Background: an optimization exercise with open tools, aiming at small area, a short achievable clock period and few clock cycles per item. Do not read the settings as production practice. The RTL was checked by simulation tests, not by an equivalence proof against the original design. No activity file was given, so power comes from the tool's default toggle rates.

## mul_top
module mul_top
(
  input  wire                          clk,
  input  wire                          rst_n,
  input  wire [5-1:0]    awaddr,
  input  wire                          awvalid,
  output logic                         awready,
  input  wire [31:0]                   wdata,
  input  wire                          wvalid,
  output logic                         wready,
  output logic                         bvalid,
  output logic [1:0]           bresp,
  input  wire                          bready,
  input  wire [5-1:0]    araddr,
  input  wire                          arvalid,
  output logic                         arready,
  output logic                         rvalid,
  output logic [31:0]                  rdata,
  output logic [1:0]           rresp,
  input  wire                          rready
);
export LEC_CHECK = 0
export ABC_CLOCK_PERIOD_IN_PS = 2500
export CAP_MARGIN = 20
export CORE_MARGIN = 2
export CORE_UTILIZATION = 40
export SETUP_SLACK_MARGIN = 2.2
export SLEW_MARGIN = 20
create_clock -name core_clock -period 5.0 [get_ports {clk}]
standard.sh (not shown) runs the stock make flow with config.mk's settings and CLKGATE_MAP_FILE= SYNTH_SCRIPT=/design/flow/synth_recipe.tcl, a recipe that flattens the netlist after the stock synthesis.
==> flow/flow/run.sh <==
#!/bin/bash
# Standard ORFS layout (the standard.sh, standard synthesis unchanged),
# with two changes to how the layout is made: plain buf_1 cells as the port
# buffers, and clock tree synthesis with clkbuf_8 buffers and without dummy loads.
# Each step's full output goes to its own log in this folder.
set -euo pipefail
export BUFFER_PORTS_ARGS="-buffer_cell sky130_fd_sc_hd__buf_1"
export CTS_ARGS="-sink_clustering_enable -repair_clock_nets -dont_use_dummy_load -buf_list sky130_fd_sc_hd__clkbuf_8"
bash standard.sh synth > synth.log 2>&1
bash standard.sh floorplan > floorplan.log 2>&1
bash standard.sh place > place.log 2>&1
bash standard.sh cts > cts.log 2>&1
bash standard.sh route > route.log 2>&1
bash standard.sh finish > finish.log 2>&1
Testbench counts at the start, summed over its fixed seeds: cycles 48,000, ops 3,200.
Next try:
==> flow/flow/run.sh (replaced) <==
#!/bin/bash
# Standard ORFS layout (the standard.sh, standard synthesis unchanged),
# with two changes to how the layout is made: plain buf_2 cells as the port
# buffers, and clock tree synthesis without dummy loads.
# Each step's full output goes to its own log in this folder.
set -euo pipefail
export BUFFER_PORTS_ARGS="-buffer_cell sky130_fd_sc_hd__buf_2"
export CTS_ARGS="-sink_clustering_enable -repair_clock_nets -dont_use_dummy_load"
bash standard.sh synth > synth.log 2>&1
bash standard.sh floorplan > floorplan.log 2>&1
bash standard.sh place > place.log 2>&1
bash standard.sh cts > cts.log 2>&1
bash standard.sh route > route.log 2>&1
bash standard.sh finish > finish.log 2>&1
--- a/flow/config.mk
+++ b/flow/config.mk
@@ -8 +8 @@
-export ABC_CLOCK_PERIOD_IN_PS = 2500
+export ABC_AREA = 1
@@ -12 +12 @@
-export SETUP_SLACK_MARGIN = 2.2
+export SETUP_SLACK_MARGIN = 2.5
=> The new run ran to the end with no violations. Design area climbs by about a fifth. Die area climbs by a few percent. Count of clock-buffer cells in the layout drops by 14. Wire length climbs by about a fifth. Non-clock buffer count climbs by 49. Clock power climbs by about a fifth. Sequential share of layout area drops by 5.5 points. Worst setup slack got worse by 0.12 ns. Fmax drops by a few percent. Global-route usage climbs by 2.1 points. Area after synthesis climbs by a few percent.
Next try:
--- a/flow/config.mk
+++ b/flow/config.mk
@@ -8 +8 @@
-export ABC_AREA = 1
+export ABC_CLOCK_PERIOD_IN_PS = 2500
@@ -12 +12 @@
-export SETUP_SLACK_MARGIN = 2.5
+export SETUP_SLACK_MARGIN = 2.2
@@ -13,0 +14 @@
+export TNS_END_PERCENT = 100
Result:
- The new run completed without violations
- wire length drops by 18%
- global-route usage drops by 2.3 points
- power drops by 21%
- maximum frequency climbs by 4.4%
- die area drops by 5.3%
- area after synthesis drops by 5.4%
- hold slack gets better by 0.0046 ns
- final area drops by 16%
- clock-buffer cell count stays the same
Next try:
--- a/flow/flow/run.sh
+++ b/flow/flow/run.sh
@@ -4 +4 @@
-# buffers, and clock tree synthesis without dummy loads.
+# buffers, and clock tree synthesis with larger sink clusters and without dummy loads.
@@ -8 +8 @@
-export CTS_ARGS="-sink_clustering_enable -repair_clock_nets -dont_use_dummy_load"
+export CTS_ARGS="-sink_clustering_enable -repair_clock_nets -dont_use_dummy_load -sink_clustering_size 20 -sink_clustering_max_diameter 100"
--- a/flow/config.mk
+++ b/flow/config.mk
@@ -14 +13,0 @@
-export TNS_END_PERCENT = 100
Outcome:
- The new run passed the timing, design-rule and antenna checks
- global-route usage hardly moves
- via count stays flat
- total power came out lower by roughly a tenth
- sequential share of layout area came out higher by 0.34 points

---

The RTL this note starts from:
==> flow/design.v <==
`timescale 1ns/1ps
`default_nettype none
module mul_top
(
  input  wire                          clk,
  input  wire                          rst_n,
  input  wire [5-1:0]    awaddr,
  input  wire                          awvalid,
  output logic                         awready,
  input  wire [31:0]                   wdata,
  input  wire                          wvalid,
  output logic                         wready,
  output logic                         bvalid,
  output logic [1:0]           bresp,
  input  wire                          bready,
  input  wire [5-1:0]    araddr,
  input  wire                          arvalid,
  output logic                         arready,
  output logic                         rvalid,
  output logic [31:0]                  rdata,
  output logic [1:0]           rresp,
  input  wire                          rready
);
  logic [31:0] x;           
  logic        xv;          
  logic [31:0] y;           
  logic [32:0] s;           
  logic [32:0] c;           
  logic        cin;         
  logic [31:0] p_lo;        
  logic        pv;          
  logic [3:0]  dq;          
  logic        running;     
  logic [2:0]  cnt;         
  logic        done;        
  logic [31:0] count;
  logic        bv;
  logic        berr;
  logic        rpend;
  logic        rerr;
  logic        sel_x, sel_y, sel_ctrl, sel_lo, sel_hi, sel_cnt;
  logic wr_en;
  logic wr_hit;
  logic start;
  logic x_we;
  logic y_we;
  assign awready = ~running & ~bv;
  assign wready  = awready;
  assign wr_en   = awready & awvalid & wvalid;
  always_comb
  begin
    case (awaddr)
      5'h00,
      5'h04,
      5'h08,
      5'h0C,
      5'h10,
      5'h14: wr_hit = 1'b1;
      default:        wr_hit = 1'b0;
    endcase
  end
  assign x_we  = wr_en & (awaddr == 5'h00);
  assign y_we  = wr_en & (awaddr == 5'h04);
  assign start = wr_en & (awaddr == 5'h08) & wdata[0];
  assign bvalid = bv;
  assign bresp  = {berr, 1'b0};
  always_ff @(posedge clk or negedge rst_n)
  begin
    if (!rst_n)
    begin
      bv <= 1'b0;
      xv <= 1'b0;
      y  <= '0;
    end
    else
    begin
      if (wr_en)
        bv <= 1'b1;
      else if (bready)
        bv <= 1'b0;
      if (x_we)
        xv <= 1'b1;
      if (y_we)
        y <= wdata;
    end
  end
  always_ff @(posedge clk)
  begin
    if (wr_en)
      berr <= ~wr_hit;
    if (x_we)
      x <= wdata;
  end
  logic rd_en;
  logic near_end;
  assign near_end = (cnt == 3'd6) | (cnt == 3'd7) | (cnt == 3'd0);
  assign arready  = ~rpend & (~running | near_end);
  assign rd_en    = arready & arvalid;
  assign rvalid   = rpend & (sel_ctrl | ~running);
  assign rresp    = {rerr, 1'b0};
  always_ff @(posedge clk or negedge rst_n)
  begin
    if (!rst_n)
      rpend <= 1'b0;
    else if (rd_en)
      rpend <= 1'b1;
    else if (rvalid & rready)
      rpend <= 1'b0;
  end
  always_ff @(posedge clk)
  begin
    if (rd_en)
    begin
      sel_x    <= (araddr == 5'h00) & xv;
      sel_y    <= (araddr == 5'h04);
      sel_ctrl <= (araddr == 5'h08);
      sel_lo   <= (araddr == 5'h0C) & pv;
      sel_hi   <= (araddr == 5'h10) & pv;
      sel_cnt  <= (araddr == 5'h14);
      rerr     <= ~((araddr == 5'h00) | (araddr == 5'h04) |
                    (araddr == 5'h08) | (araddr == 5'h0C) |
                    (araddr == 5'h10) | (araddr == 5'h14));
    end
  end
  assign rdata = ({32{sel_x}}   & x)
               | ({32{sel_y}}   & y)
               | ({32{sel_lo}}  & p_lo)
               | ({32{sel_hi}}  & s[31:0])
               | ({32{sel_cnt}} & count)
               | {30'd0, sel_ctrl & done, 1'b0};
  function automatic logic [36:0] maj3(input logic [36:0] a, input logic [36:0] b,
                                       input logic [36:0] d);
    maj3 = (a & b) | (a & d) | (b & d);
  endfunction
  logic        step;        
  logic        fin;         
  logic [32:0] s_in;
  logic [36:0] r0, r1, r2, r3, r4, r5;
  logic [36:0] a1, b1, a2, b2, a3, b3, a4, b4;
  logic [4:0]  low;
  logic [32:0] hi_sum;
  assign step = start | (running & (cnt != 3'd0));
  assign fin  = running & (cnt == 3'd0);
  assign s_in = s & {33{running}};
  always_comb
  begin
    r0 = {5'd0, y & {32{dq[0]}}};
    r1 = {4'd0, y & {32{dq[1]}}, 1'd0};
    r2 = {3'd0, y & {32{dq[2]}}, 2'd0};
    r3 = {2'd0, y & {32{dq[3]}}, 3'd0};
    r4 = {4'd0, s_in};
    r5 = {4'd0, c};
    a1 = r0 ^ r1 ^ r2;
    b1 = maj3(r0, r1, r2) << 1;
    a2 = r3 ^ r4 ^ r5;
    b2 = maj3(r3, r4, r5) << 1;
    a3 = a1 ^ b1 ^ a2;
    b3 = maj3(a1, b1, a2) << 1;
    a4 = a3 ^ b3 ^ b2;
    b4 = maj3(a3, b3, b2) << 1;
    low    = {1'b0, a4[3:0]} + {1'b0, b4[3:0]} + {4'd0, cin};
    hi_sum = s + c + {32'd0, cin};
  end
  always_ff @(posedge clk or negedge rst_n)
  begin
    if (!rst_n)
    begin
      running <= 1'b0;
      cnt     <= 3'd0;
      pv      <= 1'b0;
      done    <= 1'b0;
      dq      <= 4'd0;
      count   <= '0;
    end
    else
    begin
      if (start)
      begin
        running <= 1'b1;
        pv      <= 1'b1;
        done    <= 1'b1;
      end
      else if (fin)
        running <= 1'b0;
      if (step)
        cnt <= cnt + 3'd1;
      if (x_we)
        dq <= wdata[3:0];
      else if (step)
        dq <= x[4*(cnt+3'd1) +: 4] & {4{xv}};
      if (fin)
        count <= count + 32'd1;
      if (rvalid & rready & sel_ctrl)
        done <= 1'b0;
    end
  end
  always_ff @(posedge clk)
  begin
    c   <= step ? b4[36:4] : 33'd0;
    cin <= step & low[4];
    if (step)
    begin
      s    <= a4[36:4];
      p_lo <= {low[3:0], p_lo[31:4]};
    end
    else if (fin)
      s    <= {1'b0, hi_sum[31:0]};
  end
endmodule
`default_nettype wire
export LEC_CHECK = 0
export CAP_MARGIN = 20
export CORE_MARGIN = 2
export CORE_UTILIZATION = 40
export SLEW_MARGIN = 20
create_clock -name core_clock -period 5.0 [get_ports {clk}]
run.sh (not shown) runs the stock make flow with config.mk's settings and CLKGATE_MAP_FILE= SYNTH_SCRIPT=/design/flow/synth_recipe.tcl, a recipe that flattens the netlist after the stock synthesis.
Stock flow here: none of the scripts above is used.
The starting point completed without violations.
Testbench counts at the start, summed over its fixed seeds: cycles 51,200, ops 3,200.
Change:
Settings changed: ABC_CLOCK_PERIOD_IN_PS set to 2500, SETUP_SLACK_MARGIN set to 2.2.
The new run went through all stages and came out clean.
Wire length is higher by roughly a tenth.
Final area is higher by roughly a tenth.
Setup slack gets better by 710 ps.
Core utilization is higher by 4.6 points.

[re-timing with driven ports]
The results above use ideal ports. As a check the final layouts listed here were re-extracted and re-timed, cells and wires unchanged.
Step 1 assumes that a clkbuf_16 drives the clock port and a buf_2 every other input.
Step 2 moves the port delays by t, midway between the first and last clock arrival at a register: inputs arrive t later, outputs are due t later. That takes back most of the time a late clock gives input paths.
Slacks: ideal ports / drivers / drivers and shift; pairs: ideal ports / drivers.
run	shift t [ns]	setup WS [ns]	latest minus earliest clock arrival (ns)	worst slew at a driven data input, ns	pins driven straight from the clock port
the first run of note 1	0.578	2.148 / 2.111 / 1.687	0.066 / 0.066	0.04	1
the second run of note 1	0.578	2.027 / 1.974 / 2.027	0.034 / 0.034	0.04	1
the third run of note 1	0.565	2.153 / 2.153 / 1.806	0.027 / 0.028	0.03	1
the fourth run of note 1	0.520	2.122 / 2.122 / 1.806	0.060 / 0.060	0.03	1
the first run of note 2	0.588	1.270 / 1.215 / 1.086	0.022 / 0.022	0.06	1
the second run of note 2	0.587	1.978 / 1.925 / 1.726	0.022 / 0.021	0.06	1
After both steps setup and hold are still met in every run listed. For the first run of note 1, which loses most, drivers alone change the setup slack by -0.037 ns; drivers and shift together by -0.461 ns.
